From an optimization exercise on the open Yosys and OpenROAD flow, aimed at small area, a short achievable clock period and few clock cycles per item; shortcuts taken in it are not production practice.
In this exercise RTL edits were held to simulation tests only and were not proved equivalent to the original.

==> flow/design.v <==
`default_nettype none
package exec_pkg;
    typedef logic [32-1:0]      word_t;     
    typedef logic [2*32-1:0]    dword_t;    
    typedef logic [4-1:0] rob_tag_t;  
    typedef logic [2-1:0]      fu_sel_t;   
    typedef logic [3-1:0]      op_t;       
    localparam fu_sel_t FU_ALU = 2'd1;
    localparam fu_sel_t FU_MUL = 2'd2;
    localparam fu_sel_t FU_DIV = 2'd3;
    localparam op_t OP_ADD  = 3'd0;  
    localparam op_t OP_SUB  = 3'd1;
    localparam op_t OP_BEQ  = 3'd2;
    localparam op_t OP_BNE  = 3'd3;
    localparam op_t OP_BLT  = 3'd4;
    localparam op_t OP_BGE  = 3'd5;
    localparam op_t OP_MULH = 3'd1;  
    localparam op_t OP_REM  = 3'd1;  
    typedef enum logic [1:0] {IDLE, BUSY, DONE} seq_state_e;  
    typedef struct packed {rob_tag_t tag; fu_sel_t fu; op_t op; word_t vj; word_t vk;} issue_s;
    typedef struct packed {rob_tag_t tag; op_t op; word_t vj; word_t vk;} fu_req_s;
    typedef struct packed {rob_tag_t tag; word_t value; logic taken;} fu_res_s;
    typedef struct packed {
        logic     valid;
        rob_tag_t tag;
        word_t    value;
        logic     taken;  
    } cdb_s;
endpackage
`default_nettype wire
`default_nettype none
module alu_unit (
    input  logic [2:0]  op_i,
    input  logic [31:0] a_i,
    input  logic [31:0] b_i,
    output logic [31:0] value_o,
    output logic        taken_o
);
    logic [31:0] sum;
    logic        eq;
    logic        lt;
    assign sum = (op_i[0]) ? a_i - b_i : a_i + b_i;
    assign eq  = (a_i == b_i);
    assign lt  = ($signed(a_i) < $signed(b_i));
    always_comb begin
        value_o = '0;
        taken_o = 1'b0;
        case (op_i)
            3'd0, 3'd1: value_o = sum;
            3'd2:       taken_o = eq;
            3'd3:       taken_o = ~eq;
            3'd4:       taken_o = lt;
            3'd5:       taken_o = ~lt;
            default:    taken_o = 1'b0;
        endcase
    end
endmodule
`default_nettype wire
`default_nettype none
module booth_mult (
    input  logic        clk_i,
    input  logic        reset_i,
    input  logic        start_i,   
    input  logic [31:0] a_i,
    input  logic [31:0] b_i,
    input  logic [3:0]  tag_i,
    input  logic        hi_i,      
    input  logic        grant_i,
    output logic        free_o,    
    output logic        valid_o,
    output logic [3:0]  tag_o,
    output logic [31:0] value_o
);
    logic        busy_q;
    logic        done_q;
    logic [1:0]  cnt_q;
    logic [31:0] mcand_q;
    logic [31:0] mplr_q;    
    logic        qm1_q;     
    logic [33:0] acc_q;     
    logic [3:0]  tag_q;
    logic        hi_q;
    logic [41:0] sum;
    logic [8:0]  bits;
    assign bits = {mplr_q[7:0], qm1_q};
    always_comb begin
        sum = {{8{acc_q[33]}}, acc_q};
        for (int j = 0; j < 4; j++) begin
            logic [2:0]  d;
            logic        neg, one, two;
            logic [33:0] pp;
            d   = bits[2*j +: 3];
            neg = d[2] & ~(d[1] & d[0]);
            one = d[1] ^ d[0];
            two = (d[2] & ~d[1] & ~d[0]) | (~d[2] & d[1] & d[0]);
            pp  = ({34{one}} & {{2{mcand_q[31]}}, mcand_q}) |
                  ({34{two}} & {mcand_q[31], mcand_q, 1'b0});
            pp  = pp ^ {34{neg}};
            sum = sum + ({{8{pp[33]}}, pp} << (2*j)) + (42'(neg) << (2*j));
        end
    end
    always_ff @(posedge clk_i or posedge reset_i) begin
        if (reset_i) begin
            busy_q <= 1'b0;
            done_q <= 1'b0;
        end else if (start_i) begin
            busy_q <= 1'b1;
            done_q <= 1'b0;
        end else if (busy_q) begin
            if (cnt_q == 2'd3) begin
                busy_q <= 1'b0;
                done_q <= 1'b1;
            end
        end else if (grant_i) begin
            done_q <= 1'b0;
        end
    end
    always_ff @(posedge clk_i) begin
        if (start_i) begin
            mcand_q <= a_i;
            mplr_q  <= b_i;
            qm1_q   <= 1'b0;
            acc_q   <= '0;
            cnt_q   <= '0;
            tag_q   <= tag_i;
            hi_q    <= hi_i;
        end else if (busy_q) begin
            acc_q  <= sum[41:8];
            mplr_q <= {sum[7:0], mplr_q[31:8]};
            qm1_q  <= mplr_q[7];
            cnt_q  <= cnt_q + 2'd1;
        end
    end
    assign free_o  = ~busy_q & (~done_q | grant_i);
    assign valid_o = done_q;
    assign tag_o   = tag_q;
    assign value_o = hi_q ? acc_q[31:0] : mplr_q;
endmodule
`default_nettype wire
`default_nettype none
module nrd_div (
    input  logic        clk_i,
    input  logic        reset_i,
    input  logic        start_i,   
    input  logic [31:0] a_i,
    input  logic [31:0] b_i,
    input  logic [3:0]  tag_i,
    input  logic        rem_i,     
    input  logic        grant_i,
    output logic        free_o,    
    output logic        valid_o,
    output logic [3:0]  tag_o,
    output logic [31:0] value_o
);
    typedef enum logic [2:0] {S_IDLE, S_NORM, S_ITER, S_FIX, S_DONE} state_e;
    state_e      state_q;
    logic [3:0]  cnt_q;     
    logic [31:0] rem_q;     
    logic [32:0] dvs_q;     
    logic [31:0] quo_q;     
    logic        na_q;      
    logic        qneg_q;    
    logic        remop_q;
    logic [3:0]  tag_q;
    function automatic logic [5:0] msb_pos(input logic [31:0] x);
        msb_pos = 6'h3f;  
        for (int i = 0; i < 32; i++) if (x[i]) msb_pos = 6'(i);
    endfunction
    logic [5:0]  ma, mb;
    logic [5:0]  d;         
    logic [4:0]  s;         
    logic        bz;        
    logic        qzero;     
    assign ma    = msb_pos(rem_q);
    assign mb    = msb_pos(dvs_q[31:0]);
    assign d     = ma - mb;
    assign bz    = (dvs_q[31:0] == '0);
    assign qzero = (rem_q == '0) | d[5];
    assign s     = d[4:0] | 5'd1;
    logic [33:0] t1, t2;
    logic [31:0] r1, r2;
    logic        q1, q2;
    assign t1 = {2'b0, rem_q} - {1'b0, dvs_q};
    assign q1 = ~t1[33];
    assign r1 = q1 ? t1[31:0] : rem_q;
    assign t2 = {2'b0, r1} - {2'b0, dvs_q[32:1]};
    assign q2 = ~t2[33];
    assign r2 = q2 ? t2[31:0] : r1;
    logic [31:0] fix_val;
    logic        fix_neg;
    assign fix_val = remop_q ? rem_q : quo_q;
    assign fix_neg = remop_q ? na_q : qneg_q;
    always_ff @(posedge clk_i or posedge reset_i) begin
        if (reset_i) begin
            state_q <= S_IDLE;
        end else begin
            case (state_q)
                S_IDLE:  if (start_i) state_q <= S_NORM;
                S_NORM:  state_q <= (bz | qzero) ? S_DONE : S_ITER;
                S_ITER:  if (cnt_q == 4'd0) state_q <= fix_neg ? S_FIX : S_DONE;
                S_FIX:   state_q <= S_DONE;
                S_DONE:  if (start_i) state_q <= S_NORM;
                         else if (grant_i) state_q <= S_IDLE;
                default: state_q <= S_IDLE;
            endcase
        end
    end
    always_ff @(posedge clk_i) begin
        case (state_q)
            S_NORM: begin
                quo_q <= bz ? '1 : '0;
                if (bz | qzero) rem_q <= quo_q;  
                dvs_q <= dvs_q << s;
                cnt_q <= 4'(d[4:1]);
            end
            S_ITER: begin
                rem_q <= r2;
                dvs_q <= dvs_q >> 2;
                quo_q <= {quo_q[29:0], q1, q2};
                cnt_q <= cnt_q - 4'd1;
            end
            S_FIX: begin
                quo_q <= -fix_val;
                rem_q <= -fix_val;
            end
            default: ;
        endcase
        if (start_i) begin
            rem_q   <= a_i[31] ? -a_i : a_i;
            quo_q   <= a_i;
            dvs_q   <= {1'b0, b_i[31] ? -b_i : b_i};
            na_q    <= a_i[31];
            qneg_q  <= a_i[31] ^ b_i[31];
            remop_q <= rem_i;
            tag_q   <= tag_i;
        end
    end
    assign free_o  = (state_q == S_IDLE) | ((state_q == S_DONE) & grant_i);
    assign valid_o = (state_q == S_DONE);
    assign tag_o   = tag_q;
    assign value_o = remop_q ? rem_q : quo_q;
endmodule
`default_nettype wire
`default_nettype none
module cdb_arbiter (
    input  logic        alu_valid_i,
    input  logic [3:0]  alu_tag_i,
    input  logic [31:0] alu_value_i,
    input  logic        alu_taken_i,
    input  logic        mul_valid_i,
    input  logic [3:0]  mul_tag_i,
    input  logic [31:0] mul_value_i,
    input  logic        div_valid_i,
    input  logic [3:0]  div_tag_i,
    input  logic [31:0] div_value_i,
    output logic        mul_grant_o,
    output logic        div_grant_o,
    output logic        cdb_valid_o,
    output logic [3:0]  cdb_tag_o,
    output logic [31:0] cdb_value_o,
    output logic        cdb_taken_o
);
    assign mul_grant_o = ~alu_valid_i & mul_valid_i;
    assign div_grant_o = ~alu_valid_i & ~mul_valid_i & div_valid_i;
    assign cdb_valid_o = alu_valid_i | mul_valid_i | div_valid_i;
    assign cdb_tag_o   = alu_valid_i ? alu_tag_i   : mul_valid_i ? mul_tag_i   : div_tag_i;
    assign cdb_value_o = alu_valid_i ? alu_value_i : mul_valid_i ? mul_value_i : div_value_i;
    assign cdb_taken_o = alu_valid_i & alu_taken_i;
endmodule
`default_nettype wire
`default_nettype none
module exec_core (
    input  logic        clk_i,
    input  logic        reset_i,
    input  logic        issue_valid_i,
    input  logic [3:0]  issue_tag_i,
    input  logic [1:0]  issue_fu_i,
    input  logic [2:0]  issue_op_i,
    input  logic [31:0] issue_vj_i,
    input  logic [31:0] issue_vk_i,
    output logic        issue_ready_o,
    output logic        cdb_valid_o,
    output logic [3:0]  cdb_tag_o,
    output logic [31:0] cdb_value_o,
    output logic        cdb_taken_o
);
    logic        is_alu, is_mul, is_div;
    logic        mul_free, div_free;
    logic        mul_valid, div_valid;
    logic        mul_grant, div_grant;
    logic [3:0]  mul_tag, div_tag;
    logic [31:0] mul_value, div_value;
    logic        alu_v_q;
    logic [3:0]  alu_tag_q;
    logic [31:0] alu_value_q;
    logic        alu_taken_q;
    logic [31:0] alu_value;
    logic        alu_taken;
    assign is_alu = ~issue_fu_i[1];
    assign is_mul = issue_fu_i[1] & ~issue_fu_i[0];
    assign is_div = issue_fu_i[1] & issue_fu_i[0];
    assign issue_ready_o = is_alu | (is_mul & mul_free) | (is_div & div_free);
    alu_unit alu_inst (
        .op_i(issue_op_i), .a_i(issue_vj_i), .b_i(issue_vk_i),
        .value_o(alu_value), .taken_o(alu_taken)
    );
    always_ff @(posedge clk_i or posedge reset_i) begin
        if (reset_i) alu_v_q <= 1'b0;
        else         alu_v_q <= issue_valid_i & is_alu;
    end
    always_ff @(posedge clk_i) begin
        alu_tag_q   <= issue_tag_i;
        alu_value_q <= alu_value;
        alu_taken_q <= alu_taken;
    end
    booth_mult mul_inst (
        .clk_i(clk_i), .reset_i(reset_i),
        .start_i(issue_valid_i & is_mul & mul_free),
        .a_i(issue_vj_i), .b_i(issue_vk_i), .tag_i(issue_tag_i),
        .hi_i(issue_op_i == 3'd1),
        .grant_i(mul_grant), .free_o(mul_free),
        .valid_o(mul_valid), .tag_o(mul_tag), .value_o(mul_value)
    );
    nrd_div div_inst (
        .clk_i(clk_i), .reset_i(reset_i),
        .start_i(issue_valid_i & is_div & div_free),
        .a_i(issue_vj_i), .b_i(issue_vk_i), .tag_i(issue_tag_i),
        .rem_i(issue_op_i == 3'd1),
        .grant_i(div_grant), .free_o(div_free),
        .valid_o(div_valid), .tag_o(div_tag), .value_o(div_value)
    );
    cdb_arbiter arb_inst (
        .alu_valid_i(alu_v_q), .alu_tag_i(alu_tag_q), .alu_value_i(alu_value_q),
        .alu_taken_i(alu_taken_q),
        .mul_valid_i(mul_valid), .mul_tag_i(mul_tag), .mul_value_i(mul_value),
        .div_valid_i(div_valid), .div_tag_i(div_tag), .div_value_i(div_value),
        .mul_grant_o(mul_grant), .div_grant_o(div_grant),
        .cdb_valid_o(cdb_valid_o), .cdb_tag_o(cdb_tag_o), .cdb_value_o(cdb_value_o),
        .cdb_taken_o(cdb_taken_o)
    );
endmodule
`default_nettype wire
`default_nettype none
module exec_top (
    input  logic        clk_i,
    input  logic        reset_i,
    input  logic        issue_valid_i,
    input  logic [3:0]  issue_tag_i,
    input  logic [1:0]  issue_fu_i,
    input  logic [2:0]  issue_op_i,
    input  logic [31:0] issue_vj_i,
    input  logic [31:0] issue_vk_i,
    output logic        issue_ready_o,
    output logic        cdb_valid_o,
    output logic [3:0]  cdb_tag_o,
    output logic [31:0] cdb_value_o,
    output logic        cdb_taken_o
);
    exec_core core_inst (
        .clk_i(clk_i), .reset_i(reset_i),
        .issue_valid_i(issue_valid_i), .issue_tag_i(issue_tag_i), .issue_fu_i(issue_fu_i),
        .issue_op_i(issue_op_i), .issue_vj_i(issue_vj_i), .issue_vk_i(issue_vk_i),
        .issue_ready_o(issue_ready_o),
        .cdb_valid_o(cdb_valid_o), .cdb_tag_o(cdb_tag_o), .cdb_value_o(cdb_value_o),
        .cdb_taken_o(cdb_taken_o)
    );
endmodule
`default_nettype wire
==> flow/run.sh <==
#!/bin/bash
# synth_recipe.tcl (not shown) runs the flow's synth.tcl, then flattens the netlist and writes it again
# the make line also repeats each setting of config.mk as NAME=value (left out here)
make -C /OpenROAD-flow-scripts/flow DESIGN_CONFIG=/design/flow/config.mk WORK_HOME=/design/flow/orfs CLKGATE_MAP_FILE= SYNTH_SCRIPT=/design/flow/synth_recipe.tcl finish
==> flow/config.mk <==
export PLATFORM = sky130hd
export DESIGN_NAME = exec_top
export DESIGN_NICKNAME = exec_top
export VERILOG_FILES = /design/flow/design.v
export SDC_FILE = /design/flow/constraint.sdc
export NUM_CORES = 4
export LEC_CHECK = 0
export CAP_MARGIN = 20
export CORE_MARGIN = 2
export CORE_UTILIZATION = 40
export SETUP_SLACK_MARGIN = 0.1
export SLEW_MARGIN = 20
==> flow/constraint.sdc <==
create_clock -name core_clock -period 5.5 [get_ports {clk_i}]
set_input_delay 1.1000 -clock core_clock [delete_from_list [all_inputs] [get_ports {clk_i}]]
set_output_delay 1.1000 -clock core_clock [all_outputs]
set_load 0.01 [all_outputs]
==> reports/metrics.yaml, run 1 <==
floorplanning:
  placementRows: 99
  die-area_sq_um: 76500
  ios: 115
  start_util: 0.4060
  die_h_um: 276.6
  die_w_um: 276.6
  coreArea_sq_um: 73210
detailed_routing:
  wire_per_inst_um: 25.93
  num_vias: 29947
  via_per_inst: 6.102
  drc: 0
  route.antenna.remaining_nets: 0
  first_pass_iters: 6
  wirelength_um: 127300
  drt_iter0_drc: 3606
timing:
  relSlewSlack: 0.2550
  period_needed_ns: 5.524
  drv_slew: 0
  fin_skew_ns: 0.03414
  final.setup.worst_slack_ns: -0.02444
  hold_violations: 0
  fin_crit_sh: 1.004
  rsz0062_at_grt: "yes"
  setup_violations: 9
  worst_pin_slew_ns: 1.118
  maxClockFrequency_ghz: 0.1810
grt:
  grt_first_pass_wirelength_um: 184200
  grt.total_usage: 0.3195
  grt_max_degree: 93
  grt-ovfl-total: 0
  antenna_found_initial: 3
  grt_pass1_vias: 28399
cts:
  cts_hold_buffers: 0
  clk_pin_slew_ns: 0.06
  numCtsBuffers: 37
  root_buffer: "clkbuf_16"
  clockBufferDepth: 3
  clkLatencyLatePin_ns: 0.60
  htree_levels: 2
  cts_tree: "yes"
  cts.sinks: 257
place:
  gp_congestion: 1.018
  post-dp-hpwl_um: 99080
  port_buffers: 114
  place_inst: 4762
layout:
  drive_gt1_frac: 0.2175
  utilization: 0.5228
  stdcell_count: 4908
  final_common_cell: "buf_4"
  final_net_count: 4326
  antenna-diode-count: 0
  mostFrequentLayoutCells: "423 x buf_4, 290 x nor2_1, 244 x nand2_1"
  area_delta_synth_final_pct: 28.76
outcome:
  check.faults: "setup timing"
  status: "failed layout checks"
setup_path:
  crit_fanout: 9
  timing.rr.start: "core_inst.div_inst.rem_q[26]$_DFFE_PP_"
  reg2reg_slack_ns: -0.02
  r2r_cells: 22
  slowest_stage: "edfxtp_1"
  cp.buffers_inverters: 4
  worstReg2RegEnd: "core_inst.div_inst.rem_q[10]$_DFFE_PP_"
  crit_path_end_kind: "flop"
  path_class: "flop to flop"
  slowest_delay_ns: 0.50
  cp-start-kind: "flop"
  crit_arrival_ns: 5.80
  path_delay_family: "compound AO/OA/AOI/OAI gates"
  crit_chain: "ha_4, o21a_1, o21ai_2, a2111o_1, a211oi_4, o2111ai_2, a21oi_4, buf_6, buf_4, buf_4, mux2_2, ha_1, nand3_1, nor2_1, a221o_1, a31o_4, a211oi_4, o21ai_2, and2_4, clkbuf_16, a221oi_4, a21oi_1"
  worst_ep_required_time_ns: 5.78
logic_synthesis:
  synth_top_family_by_area: "compound AO/OA/AOI/OAI gates"
  yosys_warnings: 4
  syn_area_sq_um: 29720
  syn_nets: 3904
  yosys.area_share.simple: 0.1343
  dominantRegCellSynth: "edfxtp_1"
  synth.distinct_cells: 92
  synthMuxAreaShare: 0.06159
  yosys.area_share.adder: 0.1682
  synth_compound_area_frac: 0.2434
  async_flop_share: 0.02335
  syn_inst: 3498
  ys_seq_elements: 257
  synthXorXnorAreaFrac: 0.09813
  postSynthAreaPerCell_sq_um: 8.497
  yosysSeqAreaShare: 0.2334
  synth_edf_count: 176
min_path:
  whs_path_depth: 2
  hp-class: "flop to flop"
  hp-start: "core_inst.mul_inst.acc_q[33]$_SDFFE_PP0P_"
  hold-path-endpoint: "core_inst.mul_inst.acc_q[33]$_SDFFE_PP0P_"
flow_run:
  cap_violations: 0
==> cells by family (layout without fill, tap and decap cells) <==
kind of cell               count (synthesis)  count (layout)
and+or+nand+nor                          856             856
muxes                                    173             173
DFF                                      257             257
adders and majority gates                330             330
xor gates and xnor gates                 333             333
AOI/OAI and AO/OA                       1081            1081
buffers and inverters                    468             919
==> repair_timing <==
item / CTS / global route
gates resized for setup: 144 / 159
cloned: 3 / 6
buffers inserted: 42 / 32
hold endpoints to repair: 0 / 0
setup endpoints to repair: 47 / 95
pin swaps: 78 / 105
==> layout make-up <==
class | count | area [sq um]
fillers | 6770 | 34940
multi-input cells | 2773 | 22560
flip-flops and latches | 257 | 6939
repair buffers | 599 | 5331
well taps | 959 | 1200
clock buffers | 54 | 1102
inverters | 252 | 954.7
clock inverters | 14 | 182.7
==> flip-flops by register name (all words and copies together), names as in the netlist, 2 cells and up <==
name                        flops
core_inst.div_inst.quo_q       32
core_inst.mul_inst.mplr_q      32
core_inst.div_inst.state_q      3
core_inst.mul_inst.acc_q       34
core_inst.mul_inst.tag_q        4
core_inst.div_inst.cnt_q        4
core_inst.alu_value_q          32
core_inst.mul_inst.cnt_q        2
core_inst.div_inst.rem_q       32
core_inst.div_inst.tag_q        4
core_inst.mul_inst.mcand_q     32
core_inst.alu_tag_q             4
core_inst.div_inst.dvs_q       33
==> through the flow <==
step | TNS [ns] | instance area, sq um | setup slack (ns) | hold slack [ns]
3_5_place_dp | -10.57 | 34590 | -0.4636 | 0.4649
6_report | -0.08262 | 38270 | -0.02444 | 0.4581
5_1_grt | -3.591 | 38270 | -0.2061 | 0.4993
4_1_cts | -0.01775 | 37060 | -0.006738 | 0.4761
2_1_floorplan | 0 | 29820 | 0.1029 | 0.4315
3_3_place_gp | -8.591 | 34590 | -0.4343 | 0.4550
==> synth_stat cells (all sizes together) (21+ instances only) <==
library cell | n | area [sq um]
a2111oi | 33 | 295.3
mux2 | 49 | 551.8
a211o | 27 | 236.5
inv | 248 | 930.9
nand2 | 249 | 934.7
o21a | 40 | 300.3
buf | 43 | 191.4
xnor2 | 192 | 1682
a221oi | 42 | 367.9
dfxtp | 75 | 1501
mux2i | 121 | 1211
a21o | 66 | 495.5
a21oi | 228 | 1145
nor4 | 27 | 175.2
nand4 | 21 | 131.4
nand3 | 42 | 220.2
a211oi | 36 | 275.3
nor2b | 25 | 156.4
ha | 214 | 2678
nor3 | 61 | 305.3
clkbuf | 173 | 674.4
fa | 116 | 2322
edfxtp | 176 | 5285
nand2b | 34 | 212.7
o31ai | 38 | 312.8
o21ai | 245 | 1226
nor2 | 293 | 1107
a22oi | 142 | 1066
xor2 | 141 | 1235
==> layer usage <==
layer	up-vias	track usage	part of all wire
met1	14431	0.4487	0.43
met5	-	0	0
met4	0	0.1449	0.051
met2	1676	0.4722	0.42
met3	292	0.06277	0.10
li1	13548	-	-
==> worst max path at each step <==
stage | from | endpoint | slack (ns) | cells after the start
2_1_floorplan | core_inst.mul_inst.mplr_q[3]$_DFFE_PP_ | core_inst.mul_inst.acc_q[32]$_SDFFE_PP0P_ | 0.10 | 20
3_3_place_gp | core_inst.mul_inst.mplr_q[4]$_DFFE_PP_ | core_inst.mul_inst.acc_q[31]$_SDFFE_PP0P_ | -0.43 | 21
3_5_place_dp | core_inst.mul_inst.mplr_q[4]$_DFFE_PP_ | core_inst.mul_inst.acc_q[31]$_SDFFE_PP0P_ | -0.46 | 21
4_1_cts | core_inst.div_inst.rem_q[26]$_DFFE_PP_ | core_inst.div_inst.rem_q[2]$_DFFE_PP_ | -0.007 | 22
5_1_grt | core_inst.mul_inst.mplr_q[5]$_DFFE_PP_ | core_inst.mul_inst.acc_q[33]$_SDFFE_PP0P_ | -0.21 | 22
6_report | core_inst.div_inst.rem_q[26]$_DFFE_PP_ | core_inst.div_inst.rem_q[10]$_DFFE_PP_ | -0.02 | 22
==> tightest hold or removal path: stages (launching register included) <==
cell and delay (ns):
dfxtp_1 0.31, nand2_1 0.05, o21ai_1 0.05
Testbench counts, summed over its fixed seeds: cycles 4,991, items 3,200.
==> run 2, diff against run 1 <==
--- a/flow/design.v
+++ b/flow/design.v
@@ -71,48 +71,83 @@
     output logic [3:0]  tag_o,
     output logic [31:0] value_o
 );
-    logic        busy_q;
-    logic        done_q;
+    logic        busy_q;    
+    logic        fin_q;     
     logic [1:0]  cnt_q;
     logic [31:0] mcand_q;
     logic [31:0] mplr_q;    
     logic        qm1_q;     
-    logic [33:0] acc_q;     
+    logic [33:0] s_q;       
+    logic [33:0] c_q;
+    logic [1:0]  cin_q;     
     logic [3:0]  tag_q;
     logic        hi_q;
-    logic [41:0] sum;
+    logic        res_v_q;
+    logic [3:0]  res_tag_q;
+    logic [31:0] res_val_q;
+    function automatic void csa(input logic [42:0] x, input logic [42:0] y, input logic [42:0] z,
+                                output logic [42:0] s, output logic [42:0] c);
+        s = x ^ y ^ z;
+        c = ((x & y) | (x & z) | (y & z)) << 1;
+    endfunction
     logic [8:0]  bits;
+    logic [3:0]  neg;
+    logic [33:0] u [4];      
+    logic [42:0] r0, r1, r2, r3, r4, r5;
+    logic [42:0] a1, b1, a2, b2, a3, b3, a4, b4;
+    logic [9:0]  low;
     assign bits = {mplr_q[7:0], qm1_q};
     always_comb begin
-        sum = {{8{acc_q[33]}}, acc_q};
         for (int j = 0; j < 4; j++) begin
             logic [2:0]  d;
-            logic        neg, one, two;
+            logic        one, two;
             logic [33:0] pp;
-            d   = bits[2*j +: 3];
-            neg = d[2] & ~(d[1] & d[0]);
-            one = d[1] ^ d[0];
-            two = (d[2] & ~d[1] & ~d[0]) | (~d[2] & d[1] & d[0]);
-            pp  = ({34{one}} & {{2{mcand_q[31]}}, mcand_q}) |
-                  ({34{two}} & {mcand_q[31], mcand_q, 1'b0});
-            pp  = pp ^ {34{neg}};
-            sum = sum + ({{8{pp[33]}}, pp} << (2*j)) + (42'(neg) << (2*j));
+            d      = bits[2*j +: 3];
+            neg[j] = d[2] & ~(d[1] & d[0]);
+            one    = d[1] ^ d[0];
+            two    = (d[2] & ~d[1] & ~d[0]) | (~d[2] & d[1] & d[0]);
+            pp     = ({34{one}} & {{2{mcand_q[31]}}, mcand_q}) |
+                     ({34{two}} & {mcand_q[31], mcand_q, 1'b0});
+            pp     = pp ^ {34{neg[j]}};
+            u[j]   = {~pp[33], pp[32:0]};
         end
+        r0 = 43'(u[0]);
+        r1 = (43'(u[1]) << 2) | 43'(neg[0]) | (43'(cin_q[1]) << 1);
+        r2 = (43'(u[2]) << 4) | 43'(cin_q[0]) | (43'(neg[1]) << 2);
+        r3 = (43'(u[3]) << 6) | (43'(neg[2]) << 4);
+        r4 = 43'(s_q);
+        r5 = 43'(c_q);
+        csa(r0, r1, r2, a1, b1);
+        csa(r3, r4, r5, a2, b2);
+        csa(a1, b1, a2, a3, b3);
+        csa(a3, b3, b2, a4, b4);
+        low = 10'(a4[7:0]) + 10'(b4[7:0]) + (10'(neg[3]) << 6);
     end
+    logic        fin_move;
+    logic [31:0] hi_val;
+    assign fin_move = fin_q & (~res_v_q | grant_i);
+    assign hi_val   = s_q[31:0] + c_q[31:0] + 32'(cin_q) + 32'h5555_5556;
     always_ff @(posedge clk_i or posedge reset_i) begin
         if (reset_i) begin
-            busy_q <= 1'b0;
-            done_q <= 1'b0;
-        end else if (start_i) begin
-            busy_q <= 1'b1;
-            done_q <= 1'b0;
-        end else if (busy_q) begin
-            if (cnt_q == 2'd3) begin
+            busy_q  <= 1'b0;
+            fin_q   <= 1'b0;
+            res_v_q <= 1'b0;
+        end else begin
+            if (start_i) begin
+                busy_q <= 1'b1;
+            end else if (busy_q && cnt_q == 2'd3) begin
                 busy_q <= 1'b0;
-                done_q <= 1'b1;
             end
-        end else if (grant_i) begin
-            done_q <= 1'b0;
+            if (busy_q && cnt_q == 2'd3) begin
+                fin_q <= 1'b1;
+            end else if (fin_move) begin
+                fin_q <= 1'b0;
+            end
+            if (fin_move) begin
+                res_v_q <= 1'b1;
+            end else if (grant_i) begin
+                res_v_q <= 1'b0;
+            end
         end
     end
     always_ff @(posedge clk_i) begin
@@ -120,21 +155,29 @@
             mcand_q <= a_i;
             mplr_q  <= b_i;
             qm1_q   <= 1'b0;
-            acc_q   <= '0;
+            s_q     <= '0;
+            c_q     <= '0;
+            cin_q   <= '0;
             cnt_q   <= '0;
             tag_q   <= tag_i;
             hi_q    <= hi_i;
         end else if (busy_q) begin
-            acc_q  <= sum[41:8];
-            mplr_q <= {sum[7:0], mplr_q[31:8]};
+            s_q    <= a4[41:8];
+            c_q    <= b4[41:8];
+            cin_q  <= low[9:8];
+            mplr_q <= {low[7:0], mplr_q[31:8]};
             qm1_q  <= mplr_q[7];
             cnt_q  <= cnt_q + 2'd1;
         end
+        if (fin_move) begin
+            res_tag_q <= tag_q;
+            res_val_q <= hi_q ? hi_val : mplr_q;
+        end
     end
-    assign free_o  = ~busy_q & (~done_q | grant_i);
-    assign valid_o = done_q;
-    assign tag_o   = tag_q;
-    assign value_o = hi_q ? acc_q[31:0] : mplr_q;
+    assign free_o  = ~busy_q & (~fin_q | fin_move);
+    assign valid_o = res_v_q;
+    assign tag_o   = res_tag_q;
+    assign value_o = res_val_q;
 endmodule
 `default_nettype wire
 `default_nettype none
@@ -155,15 +198,16 @@
     typedef enum logic [2:0] {S_IDLE, S_NORM, S_ITER, S_FIX, S_DONE} state_e;
     state_e      state_q;
     logic [3:0]  cnt_q;     
-    logic [31:0] rem_q;     
-    logic [32:0] dvs_q;     
-    logic [31:0] quo_q;     
+    logic [31:0] r_q;       
+    logic [31:0] aq_q;      
+    logic [31:0] b_q;       
+    logic [33:0] b3_q;      
     logic        na_q;      
     logic        qneg_q;    
     logic        remop_q;
     logic [3:0]  tag_q;
     function automatic logic [5:0] msb_pos(input logic [31:0] x);
-        msb_pos = 6'h3f;  
+        msb_pos = 6'h3f;
         for (int i = 0; i < 32; i++) if (x[i]) msb_pos = 6'(i);
     endfunction
     logic [5:0]  ma, mb;
@@ -171,25 +215,40 @@
     logic [4:0]  s;         
     logic        bz;        
     logic        qzero;     
-    assign ma    = msb_pos(rem_q);
-    assign mb    = msb_pos(dvs_q[31:0]);
+    assign ma    = msb_pos(aq_q);
+    assign mb    = msb_pos(b_q);
     assign d     = ma - mb;
-    assign bz    = (dvs_q[31:0] == '0);
-    assign qzero = (rem_q == '0) | d[5];
+    assign bz    = (b_q == '0);
+    assign qzero = (aq_q == '0) | d[5];
     assign s     = d[4:0] | 5'd1;
-    logic [33:0] t1, t2;
-    logic [31:0] r1, r2;
-    logic        q1, q2;
-    assign t1 = {2'b0, rem_q} - {1'b0, dvs_q};
-    assign q1 = ~t1[33];
-    assign r1 = q1 ? t1[31:0] : rem_q;
-    assign t2 = {2'b0, r1} - {2'b0, dvs_q[32:1]};
-    assign q2 = ~t2[33];
-    assign r2 = q2 ? t2[31:0] : r1;
+    logic [33:0] x;
+    logic [34:0] t1, t2, t3;
+    logic [1:0]  q;
+    logic [31:0] r_nx;
+    assign x  = {r_q, aq_q[31:30]};
+    assign t1 = {1'b0, x} - {3'b0, b_q};
+    assign t2 = {1'b0, x} - {2'b0, b_q, 1'b0};
+    assign t3 = {1'b0, x} - {1'b0, b3_q};
+    always_comb begin
+        if (!t3[34]) begin
+            q = 2'd3; r_nx = t3[31:0];
+        end else if (!t2[34]) begin
+            q = 2'd2; r_nx = t2[31:0];
+        end else if (!t1[34]) begin
+            q = 2'd1; r_nx = t1[31:0];
+        end else begin
+            q = 2'd0; r_nx = x[31:0];
+        end
+    end
+    logic        fixing;
     logic [31:0] fix_val;
     logic        fix_neg;
-    assign fix_val = remop_q ? rem_q : quo_q;
+    logic [31:0] neg_in, neg_out;
+    assign fixing  = (state_q == S_FIX);
+    assign fix_val = remop_q ? r_q : aq_q;
     assign fix_neg = remop_q ? na_q : qneg_q;
+    assign neg_in  = fixing ? fix_val : a_i;
+    assign neg_out = -neg_in;
     always_ff @(posedge clk_i or posedge reset_i) begin
         if (reset_i) begin
             state_q <= S_IDLE;
@@ -208,27 +267,30 @@
     always_ff @(posedge clk_i) begin
         case (state_q)
             S_NORM: begin
-                quo_q <= bz ? '1 : '0;
-                if (bz | qzero) rem_q <= quo_q;  
-                dvs_q <= dvs_q << s;
+                if (bz | qzero) begin
+                    aq_q <= bz ? '1 : '0;  
+                end else begin
+                    r_q  <= 32'(64'(aq_q) >> (6'(s) + 6'd1));
+                    aq_q <= aq_q << (5'd31 - s);
+                end
+                b3_q  <= 34'(b_q) + {1'b0, b_q, 1'b0};
                 cnt_q <= 4'(d[4:1]);
             end
             S_ITER: begin
-                rem_q <= r2;
-                dvs_q <= dvs_q >> 2;
-                quo_q <= {quo_q[29:0], q1, q2};
+                r_q   <= r_nx;
+                aq_q  <= {aq_q[29:0], q};
                 cnt_q <= cnt_q - 4'd1;
             end
             S_FIX: begin
-                quo_q <= -fix_val;
-                rem_q <= -fix_val;
+                r_q  <= neg_out;
+                aq_q <= neg_out;
             end
             default: ;
         endcase
         if (start_i) begin
-            rem_q   <= a_i[31] ? -a_i : a_i;
-            quo_q   <= a_i;
-            dvs_q   <= {1'b0, b_i[31] ? -b_i : b_i};
+            r_q     <= a_i;
+            aq_q    <= a_i[31] ? neg_out : a_i;
+            b_q     <= b_i[31] ? -b_i : b_i;
             na_q    <= a_i[31];
             qneg_q  <= a_i[31] ^ b_i[31];
             remop_q <= rem_i;
@@ -238,7 +300,7 @@
     assign free_o  = (state_q == S_IDLE) | ((state_q == S_DONE) & grant_i);
     assign valid_o = (state_q == S_DONE);
     assign tag_o   = tag_q;
-    assign value_o = remop_q ? rem_q : quo_q;
+    assign value_o = remop_q ? r_q : aq_q;
 endmodule
 `default_nettype wire
 `default_nettype none
--- a/flow/config.mk
+++ b/flow/config.mk
@@ -8,5 +8,5 @@
 export CAP_MARGIN = 20
 export CORE_MARGIN = 2
 export CORE_UTILIZATION = 40
-export SETUP_SLACK_MARGIN = 0.1
+export SETUP_SLACK_MARGIN = 0.4
 export SLEW_MARGIN = 20
==> run 2 against run 1 <==
The run now finishes clean. Global-route usage is 0.31 points lower. First-iteration DRC count is 36% higher. Worst hold slack worse by 0.050 ns. Synthesized cell count rose by 32%. Clock skew rose by 0.0066 ns. Cell area increased by 16%. Setup slack better by 0.36 ns. Critical endpoint is now cdb_value_o[20].
==> reports/metrics.yaml, run 2 <==
cts:
  clk_pin_slew_ns: 0.06  # about the same
  cts.sinks: 359  # +40%
  htree_levels: 2  # unchanged
  numCtsBuffers: 46  # +24%
  root_buffer: "clkbuf_16"
  clkLatencyLatePin_ns: 0.64  # +0.04 ns
  cts_tree: "yes"
  clockBufferDepth: 3  # unchanged
  cts_hold_buffers: 0  # unchanged
setup_path:
  slowest_stage: "o21ai_0"
  cp-start-kind: "flop"
  cp_common_cell: "o21ai_0"
  crit_arrival_ns: 4.07  # -1.73 ns
  crit_fanout: 17  # +8
  crit_chain: "buf_4, o21ai_0, mux2i_1, o21ai_0, clkdlybuf4s50_1"
  cp.buffers_inverters: 2  # -2
  slowest_delay_ns: 0.77  # +0.27 ns
  crit_path_end_kind: "primary output"
  worst_ep_required_time_ns: 4.40  # -1.38 ns
  path_class: "flop to primary output"
  path_delay_family: "compound AO/OA/AOI/OAI gates"
logic_synthesis:
  ys_seq_elements: 359  # +40%
  syn_nets: 5147  # +32%
  synth_edf_count: 246  # +40%
  yosys_warnings: 5  # +1
  dominantRegCellSynth: "edfxtp_1"
  synth_most_common_cell: "inv_1"
  synthTopCellsByArea: "edfxtp_1 19%, ha_1 10%, fa_1 7.0%"
  synth.distinct_cells: 100  # +8.7%
  yosys-top-cells-count: "437 x inv_1, 388 x nand2_1, 324 x nor2_1"
  postSynthAreaPerCell_sq_um: 8.411  # -1.0%
  syn_area_sq_um: 38890  # +31%
  yosysTopAreaCellShare: 0.1900  # +0.01215
  syn_inst: 4623  # +32%
  yosysSeqAreaShare: 0.2490  # +0.01566
  netlist.top_cell.by_area: "edfxtp_1"
  async_flop_share: 0.01950  # -0.003848
timing:
  fin_skew_ns: 0.04077  # +0.006624 ns
  period_needed_ns: 5.167  # -0.3573 ns
  tns_ns: 0  # +0.08262 ns
  fin_crit_sh: 0.9395  # -0.06497
  maxClockFrequency_ghz: 0.1935  # +6.9%
  relSlewSlack: 0.1689  # -0.08604
  drv_slew: 0  # unchanged
  final.setup.worst_slack_ns: 0.3329  # +0.3573 ns
  rsz0062_at_grt: "yes"
  hold_violations: 0  # unchanged
  worst_pin_slew_ns: 1.234  # +0.1160 ns
  setup_violations: 0  # -9
layout:
  mostFrequentLayoutCells: "433 x inv_1, 388 x nand2_1, 320 x nor2_1"
  final_area_sq_um: 44380  # +16%
  drive_gt1_frac: 0.09760  # -0.1199
  final_net_count: 5272  # +22%
  stdcell_count: 6063  # +24%
  area_delta_synth_final_pct: 14.12
  final_common_cell: "inv_1"
  largest_reg_flops: 34  # unchanged
  top_register: "core_inst.div_inst.b3_q"
  num-fill-cells: 9434  # +39%
place:
  gp_congestion: 1.046  # +2.7%
  dpl_cell_area_sq_um: 42250  # +22%
  port_buffers: 114  # unchanged
  place_inst: 5949  # +25%
  post-place-ws_ns: 0.06823  # +0.5318 ns
  post-dp-hpwl_um: 127400  # +29%
outcome:
  status: "timing/DRC/antenna clean"
detailed_routing:
  wire_per_inst_um: 26.74  # +3.1%
  first_pass_iters: 6  # unchanged
  via_per_inst: 6.169  # +1.1%
  drt_iter0_drc: 4919  # +36%
  wirelength_um: 162100  # +27%
  drc: 0  # unchanged
  num_vias: 37404  # +25%
  route.antenna.remaining_nets: 0  # unchanged
floorplanning:
  die-area_sq_um: 99730  # +30%
  start_util: 0.4027  # -0.003313
  die_w_um: 315.8  # +14%
  coreArea_sq_um: 96570  # +32%
  placementRows: 114  # +15%
  die_h_um: 315.8  # +14%
  ios: 115  # unchanged
grt:
  grt_pass1_vias: 34886  # +23%
  grt.total_usage: 0.3163  # -0.003148
  antenna_found_initial: 5  # +2
  grt_max_degree: 82  # -12%
  grt-ovfl-total: 0  # unchanged
  grt_first_pass_wirelength_um: 234100  # +27%
flow_run:
  cap_violations: 0  # unchanged
min_path:
  hp-class: "flop to flop"
run 2: cell types whose count changed in the layout (fill, tap and decap cells not counted), sizes merged, moves of 39 or more:
cell,before,now
nand3,42,81
nand2,249,388
o31ai,38,98
buf,481,235
edfxtp,176,246
a21oi,228,306
ha,214,312
o21ai,245,307
inv,252,442
run 2: metal layers:
layer / GRT usage / share of wire
met2: 0.4735 / 0.42
met4: 0.1488 / 0.057
met5: 0 / 0.00086
met3: 0.07044 / 0.11
met1: 0.4325 / 0.41
run 2: final cells by class:
class / instances / area, sq um / share of cell area
timing repair buffer: 351 / 3115 / 0.07021
clock inverter: 30 / 339.1 / 0.007641
tap: 1276 / 1597 / 0.03598
inverter: 442 / 1662 / 0.03744
antenna: 2 / 5.005 / 0.0001128
sequential: 359 / 9689 / 0.2183
multi-input combinational: 3548 / 26780 / 0.6036
clock buffer: 55 / 1185 / 0.02670
run 2: per-stage QoR:
step           hold WS, ns    util
3_3_place_gp        0.4006  0.4375
3_5_place_dp        0.4057  0.4375
2_1_floorplan       0.4003       -
6_report            0.4078  0.4595
4_1_cts             0.4137  0.4548
5_1_grt             0.4245  0.4595
run 2: path summary, 6_finish.rpt:
kind	depth (start not counted)	startpoint	slack (ns)	endpoint
setup / recovery	5	core_inst.div_inst.remop_q$_DFFE_PP_	0.33	cdb_value_o[20]
hold / removal	0	core_inst.mul_inst.tag_q[2]$_DFFE_PP_	0.41	core_inst.mul_inst.res_tag_q[2]$_DFFE_PP_
setup reg to reg	20	core_inst.div_inst.b_q[2]$_DFFE_PP_	0.38	core_inst.div_inst.aq_q[29]$_DFFE_PP_
hold reg to reg	0	core_inst.mul_inst.tag_q[2]$_DFFE_PP_	0.41	core_inst.mul_inst.res_tag_q[2]$_DFFE_PP_
max in group asynchronous	2	reset_i	4.29	core_inst.mul_inst.busy_q$_DFFE_PP0P_
min in group asynchronous	2	reset_i	0.87	core_inst.mul_inst.busy_q$_DFFE_PP0P_
run 2: logic make-up after synthesis:
family	share of synthesized area
compound gates	0.2332
fa+ha+maj	0.1704
buf+inv	0.07285
mux	0.05521
flops	0.2490
simple gates	0.1400
xor+xnor	0.07928
run 2: worst register-to-register path: stages (launching register included):
cell and delay, ns:
edfxtp_1 0.50, nor3_4 0.21, o311ai_2 0.11, a311oi_1 0.30, o311ai_1 0.13, a311oi_1 0.28
o311ai_1 0.14, a311oi_2 0.47, o31ai_2 0.14, buf_4 0.16, buf_4 0.12, fa_2 0.41
xnor2_4 0.24, buf_12 0.20, buf_4 0.15, mux2i_1 0.10, mux2i_1 0.48, mux2i_1 0.14
mux2_2 0.30, o311ai_1 0.24, o21a_1 0.16
run 2: timing repair:
action,in CTS,in global routing
setup endpoints to repair,88,97
cloned,0,4
setup buffers,8,14
resized for setup,19,51
pin swaps,5,17
Testbench counts of run 2, summed over its fixed seeds: cycles 4,934, items 3,200.

[afterwards: timing with drivers on the ports]
In the flow no input, the clock included, has a driving cell. The finished layouts below were timed again as built, in two steps.
Step 1 (the two cells are an assumption about what drives the block):
set clk [get_ports {clk_i}]
set_driving_cell -lib_cell sky130_fd_sc_hd__clkbuf_16 $clk
set_driving_cell -lib_cell sky130_fd_sc_hd__buf_2 [delete_from_list [all_inputs] $clk]
Step 2 also shifts input and output timing later by t, the mid clock arrival at the registers, as if the neighbouring blocks saw the same clock.
a / b / c = ideal / step 1 / step 2; a / b = the first two.
| run | t, ns | setup WS [ns] | worst setup path at the end | latest minus earliest clock arrival (ns) | pins driven straight from the clock port |
|---|---|---|---|---|---|
| run 1 | 0.651 | -0.024 / -0.024 / -0.024 | register to register | 0.035 / 0.034 | 1 |
| run 2 | 0.690 | 0.333 / 0.265 / 0.382 | register to register | 0.041 / 0.041 | 1 |
